Context: an optimization exercise on an open-source flow, tuned for a short achievable clock period and few clock cycles. The choices shown serve that exercise and are no tape-out recipe.
RTL that was checked went through simulation tests only; none was proved equivalent to the original.
No driver is modelled on the clock port, so clock power and skew are understated where the tree is cut down; a real chip needs a root buffer or a tree.
Power figures rest on the tool's default switching activity, not on a simulated workload.

lane 1:
Design axi_mem, start of the top module:
module axi_mem (
  input  wire        aclk,
  input  wire        arstn,
  input  wire [3:0]  arid,
  input  wire [31:0] araddr,
  input  wire [3:0]  arlen,
  input  wire [2:0]  arsize,
  input  wire        arvalid,
  output wire        arready,
  input  wire [3:0]  awid,
  input  wire [31:0] awaddr,
  input  wire [3:0]  awlen,
  input  wire [2:0]  awsize,
  input  wire        awvalid,
  output wire        awready,
  input  wire [31:0] wdata,
  input  wire [3:0]  wstrb,
  input  wire        wlast,
  input  wire        wvalid,
  output wire        wready,
  output wire [3:0]  rid,
  output wire [31:0] rdata,
  output wire [1:0]  rresp,
  output wire        rlast,
  output wire        rvalid,
  input  wire        rready,
  output wire [3:0]  bid,
  output wire [1:0]  bresp,
  output wire        bvalid,
  input  wire        bready
);
export LEC_CHECK = 0
export CAP_MARGIN = 20
export CORE_MARGIN = 2
export CORE_UTILIZATION = 55
export PLACE_DENSITY = 0.75
export SETUP_SLACK_MARGIN = 4.0
export SLEW_MARGIN = 20
export TNS_END_PERCENT = 100
create_clock -name core_clock -period 6.0 [get_ports {aclk}]
standard.sh (not shown) runs the stock make flow with config.mk's settings and CLKGATE_MAP_FILE= SYNTH_SCRIPT=/design/flow/synth_recipe.tcl, a recipe that flattens the netlist after the stock synthesis.
==> flow/flow/run.sh <==
#!/bin/bash
# Standard ORFS flow (the standard.sh) with three changes:
# - the ports get sky130_fd_sc_hd__buf_8 buffers (sized later as usual)
#   instead of the delay cells buffer_ports picks by default;
# - before CTS, flow/move_hook.tcl moves each output's flip-flop next to the
#   port's output buffer;
# - the clock tree is built by flow/cts_hook.tcl (sourced before CTS; it
#   replaces clock_tree_synthesis): 4 root buffers on the clock port, each
#   driving the leaf buffers of one quadrant.
# The make output goes to standard_flow.log; each tool's own logs stay under
# orfs/logs.
set -euo pipefail
export FLOW_CTS_LEAVES=64
export FLOW_CTS_LEAF_CELL=sky130_fd_sc_hd__clkbuf_16
export FLOW_CTS_ROOT_CELL=sky130_fd_sc_hd__clkbuf_16
export FLOW_MOVE_OUTPUTS=1
cat flow/move_hook.tcl flow/cts_hook.tcl > pre_cts.tcl
bash standard.sh finish PRE_CTS_TCL=$PWD/pre_cts.tcl \
  BUFFER_PORTS_ARGS="-buffer_cell sky130_fd_sc_hd__buf_8" > standard_flow.log 2>&1
Other scripts of this flow, unchanged in this note and not shown: flow/flow/cts_hook.tcl, flow/flow/move_hook.tcl
Testbench counts of lane 1, summed over its fixed seeds: cycles 84,364.
Modified inputs, lane 5 compared to lane 1
# lane 1
export LEC_CHECK = 0
export CAP_MARGIN = 20
export CORE_MARGIN = 2
export CORE_UTILIZATION = 55
export PLACE_DENSITY = 0.75
export SETUP_SLACK_MARGIN = 4.0
export SLEW_MARGIN = 20
export TNS_END_PERCENT = 100
create_clock -name core_clock -period 6.0 [get_ports {aclk}]
# lane 5
export LEC_CHECK = 0
export CAP_MARGIN = 20
export CORE_MARGIN = 2
export CORE_UTILIZATION = 55
export SETUP_SLACK_MARGIN = 4.0
export SLEW_MARGIN = 20
export TNS_END_PERCENT = 100
create_clock -name core_clock -period 6.0 [get_ports {aclk}]
Results
The global-route usage of lane 5 is higher than that of lane 1. Higher highest clock rate was reported by lane 1, not lane 5. Result for lane 1 and lane 5: all clean. Looking at combinational group share of total power, lane 5 sits 4.4 points above lane 1. Lane 5 vs lane 1, signed area change from the synthesized netlist to the final layout went up by 4.2 points.
In every run of this note, the design's own scripts or RTL, not TritonCTS, make the clock network.

---

Setup of tundra:
axi_mem, a different RTL version from the one above (not shown whole).
For scale: about 3300 cells after synthesis, about 180 I/O pins, about 0.051 mm2 of cells after synthesis.
export LEC_CHECK = 0
export CAP_MARGIN = 20
export CORE_MARGIN = 2
export CORE_UTILIZATION = 55
export SETUP_SLACK_MARGIN = 4.0
export SLEW_MARGIN = 20
export TNS_END_PERCENT = 100
create_clock -name core_clock -period 6.0 [get_ports {aclk}]
==> flow/flow/run.sh <==
#!/bin/bash
# Standard ORFS flow (the standard.sh) with three changes:
# - the ports get sky130_fd_sc_hd__buf_8 buffers (sized later as usual)
#   instead of the delay cells buffer_ports picks by default;
# - before CTS, flow/move_hook.tcl moves each output's flip-flop next to the
#   port's output buffer;
# - the clock tree is built by flow/cts_hook.tcl (sourced before CTS; it
#   replaces clock_tree_synthesis): 4 root buffers on the clock port, each
#   driving the leaf buffers of one quadrant.
# The make output goes to standard_flow.log; each tool's own logs stay under
# orfs/logs.
set -euo pipefail
export FLOW_CTS_LEAVES=56
export FLOW_CTS_LEAF_CELL=sky130_fd_sc_hd__clkbuf_16
export FLOW_CTS_ROOT_CELL=sky130_fd_sc_hd__clkbuf_16
export FLOW_MOVE_OUTPUTS=1
cat flow/move_hook.tcl flow/cts_hook.tcl > pre_cts.tcl
bash standard.sh finish PRE_CTS_TCL=$PWD/pre_cts.tcl \
  BUFFER_PORTS_ARGS="-buffer_cell sky130_fd_sc_hd__buf_8" > standard_flow.log 2>&1
==> flow/flow/move_hook.tcl <==
# Move each output's flip-flop (and the gate that feeds its D pin from its
# own Q, if any) next to the port's output buffer, so that the flip-flop
# drives a short wire. Flip-flops whose Q feeds more logic stay.
proc my_move_output_flops {} {
  set block [ord::get_db_block]
  set moved 0
  foreach bt [$block getBTerms] {
    if {[$bt getIoType] ne "OUTPUT"} { continue }
    set pnet [$bt getNet]
    if {$pnet eq "NULL"} { continue }
    set ob ""
    foreach it [$pnet getITerms] { if {[$it isOutputSignal]} { set ob [$it getInst] } }
    if {$ob eq ""} { continue }
    set a [$ob findITerm A]
    if {$a eq "NULL"} { continue }
    set qnet [$a getNet]
    if {$qnet eq "NULL"} { continue }
    set ff ""
    foreach it [$qnet getITerms] { if {[$it isOutputSignal]} { set ff [$it getInst] } }
    if {$ff eq ""} { continue }
    set mname [[$ff getMaster] getName]
    if {![string match "*__df*" $mname] && ![string match "*__edf*" $mname]} { continue }
    set loads {}
    foreach it [$qnet getITerms] { if {![$it isOutputSignal]} { lappend loads [$it getInst] } }
    set d [$ff findITerm D]
    set g ""
    if {$d ne "NULL" && [$d getNet] ne "NULL"} {
      foreach it [[$d getNet] getITerms] { if {[$it isOutputSignal]} { set g [$it getInst] } }
    }
    # besides the output buffer, Q may feed one gate (the hold path of an
    # enable): that gate and the D driver move along
    set others {}
    foreach l $loads { if {$l ne $ob} { lappend others $l } }
    if {[llength $others] > 1} { puts "my_move: keep [$ff getName] ([llength $loads] loads)"; continue }
    set loc [$ob getLocation]
    $ff setLocation [lindex $loc 0] [lindex $loc 1]
    foreach o $others { $o setLocation [lindex $loc 0] [lindex $loc 1] }
    if {$g ne "" && [llength $others] == 1} { $g setLocation [lindex $loc 0] [lindex $loc 1] }
    incr moved
  }
  puts "my_move: moved $moved output flip-flops"
}
Other scripts of this flow, unchanged in this note and not shown: flow/flow/cts_hook.tcl
Per the final summary, tundra finished and its layout is clean on timing, DRC and antenna.
Edits applied to the flow inputs when going from tundra to onyx:
Settings: PLACE_DENSITY now 0.75, previously not set.
## What came out
onyx completed every stage of the flow, and the final layout passed the timing, design-rule and antenna checks.
In terms of ratio of final minimum period to clock period, tundra and onyx differ only marginally.
Diff tundra -> onyx | combinational power | decrease of 8.8%
The lower sequential share of layout area came out of tundra.
Between tundra and onyx, the flow reports clock power decreasing slightly.
Relative to tundra, onyx improves routed wire length.
When onyx is measured against tundra, its worst slew margin relative to its limit turns out 0.63 points higher.
Measured slew at the worst slew-check pin: onyx lower than tundra
As far as layout multi-input combinational cell count is concerned, tundra and onyx perform about the same.
There was hardly any difference in adder and majority gate portion of the synthesized area between tundra and onyx.
Input-level comparison between maple and onyx:
Settings: PLACE_DENSITY removed (was 0.75).
--- a/flow/flow/run.sh
+++ b/flow/flow/run.sh
@@ -15,4 +15,5 @@
 export FLOW_CTS_ROOT_CELL=sky130_fd_sc_hd__clkbuf_16
 export FLOW_MOVE_OUTPUTS=1
+export FLOW_MOVE_RDATA=0.6
 cat flow/move_hook.tcl flow/cts_hook.tcl > pre_cts.tcl
 bash standard.sh finish PRE_CTS_TCL=$PWD/pre_cts.tcl \
--- a/flow/flow/move_hook.tcl
+++ b/flow/flow/move_hook.tcl
@@ -1,5 +1,8 @@
-# Move each output's flip-flop (and the gate that feeds its D pin from its
-# own Q, if any) next to the port's output buffer, so that the flip-flop
-# drives a short wire. Flip-flops whose Q feeds more logic stay.
+# Move each output's flip-flop next to the port's output buffer, so that it
+# drives a short wire. The gate driving its D pin moves along, and so does
+# the one other gate its Q may feed (the hold path of a copy register) with
+# that copy register, if the copy feeds little else. Flip-flops whose Q feeds
+# more logic stay. rdata's flip-flops go the fraction FLOW_MOVE_RDATA of the
+# way (all of it if unset).
 proc my_move_output_flops {} {
   set block [ord::get_db_block]
@@ -33,8 +36,32 @@
     foreach l $loads { if {$l ne $ob} { lappend others $l } }
     if {[llength $others] > 1} { puts "my_move: keep [$ff getName] ([llength $loads] loads)"; continue }
-    set loc [$ob getLocation]
-    $ff setLocation [lindex $loc 0] [lindex $loc 1]
-    foreach o $others { $o setLocation [lindex $loc 0] [lindex $loc 1] }
-    if {$g ne "" && [llength $others] == 1} { $g setLocation [lindex $loc 0] [lindex $loc 1] }
+    # rdata's flip-flops go only part of the way: their D side (the word
+    # select) is long as well
+    set f 1.0
+    if {[string match "rdata*" [$bt getName]] && [info exists ::env(FLOW_MOVE_RDATA)]} {
+      set f $::env(FLOW_MOVE_RDATA)
+    }
+    set ol [$ob getLocation]
+    set fl [$ff getLocation]
+    set x [expr {int([lindex $fl 0] + $f * ([lindex $ol 0] - [lindex $fl 0]))}]
+    set y [expr {int([lindex $fl 1] + $f * ([lindex $ol 1] - [lindex $fl 1]))}]
+    $ff setLocation $x $y
+    foreach o $others {
+      $o setLocation $x $y
+      # a copy register fed by that gate moves along too
+      foreach oit [$o getITerms] {
+        if {![$oit isOutputSignal] || [$oit getNet] eq "NULL"} { continue }
+        foreach lit [[$oit getNet] getITerms] {
+          set li [$lit getInst]
+          if {[$lit getMTerm] ne "NULL" && [[$lit getMTerm] getName] eq "D" && $li ne $ff} {
+            set q [$li findITerm Q]
+            if {$q ne "NULL" && [$q getNet] ne "NULL" && [llength [[$q getNet] getITerms]] <= 3} {
+              $li setLocation $x $y
+            }
+          }
+        }
+      }
+    }
+    if {$g ne "" && [llength $others] == 1} { $g setLocation $x $y }
     incr moved
   }
Notes after the runs:
- Every run in the comparison, onyx and maple, completed the flow with a clean layout.
- Side by side, area overhead of the layout relative to synthesis turned out higher in maple than in onyx.
- Summary: with onyx as the reference, wire length on met1 in maple moved up by more than 10%.
- Worst setup slack for maple is higher than for onyx.
- For proportion of cell area occupied by multi-input gates, onyx and maple come out practically identical.
- Compared with onyx, maple shows a higher upper clock frequency limit.
- Cell area reported after detailed placement essentially unchanged between onyx and maple.
- The run with more routed wire is maple, not onyx.
No functional check of the RTL was part of any run of this note. In every run of this note, the design's own scripts or RTL, not TritonCTS, make the clock network.

static timing again, ports no longer ideal:
No port has a modelled driver above. Below, the same layouts with a new extraction and two added sets of constraints. Step 1, drivers: a clkbuf_16 drives aclk and a buf_2 each remaining input, both assumed. Step 2 also shifts input and output timing later by t, the mid clock arrival at the registers, as if the neighbouring blocks saw the same clock. Slacks: no drivers / after step 1 / after step 2; pairs: no drivers / after step 1.
run | shift t [ns] | setup WS [ns] | latest minus earliest clock arrival (ns) | worst register clock-pin slew, ns | pins driven straight from the clock port
lane 1 | 0.645 | 3.761 / 3.603 / 3.396 | 0.028 / 0.028 | 0.09 / 0.09 | 4
lane 5 | 0.652 | 3.735 / 3.583 / 3.359 | 0.024 / 0.024 | 0.10 / 0.10 | 4
tundra | 0.644 | 3.754 / 3.591 / 3.464 | 0.028 / 0.028 | 0.11 / 0.11 | 4
onyx | 0.627 | 3.752 / 3.597 / 3.331 | 0.029 / 0.029 | 0.11 / 0.11 | 4
maple | 0.641 | 3.761 / 3.599 / 3.463 | 0.028 / 0.029 | 0.11 / 0.11 | 4
After both steps every run listed still meets setup and hold. For onyx, which loses most, drivers alone change the setup slack by -0.155 ns; drivers and shift together by -0.421 ns.
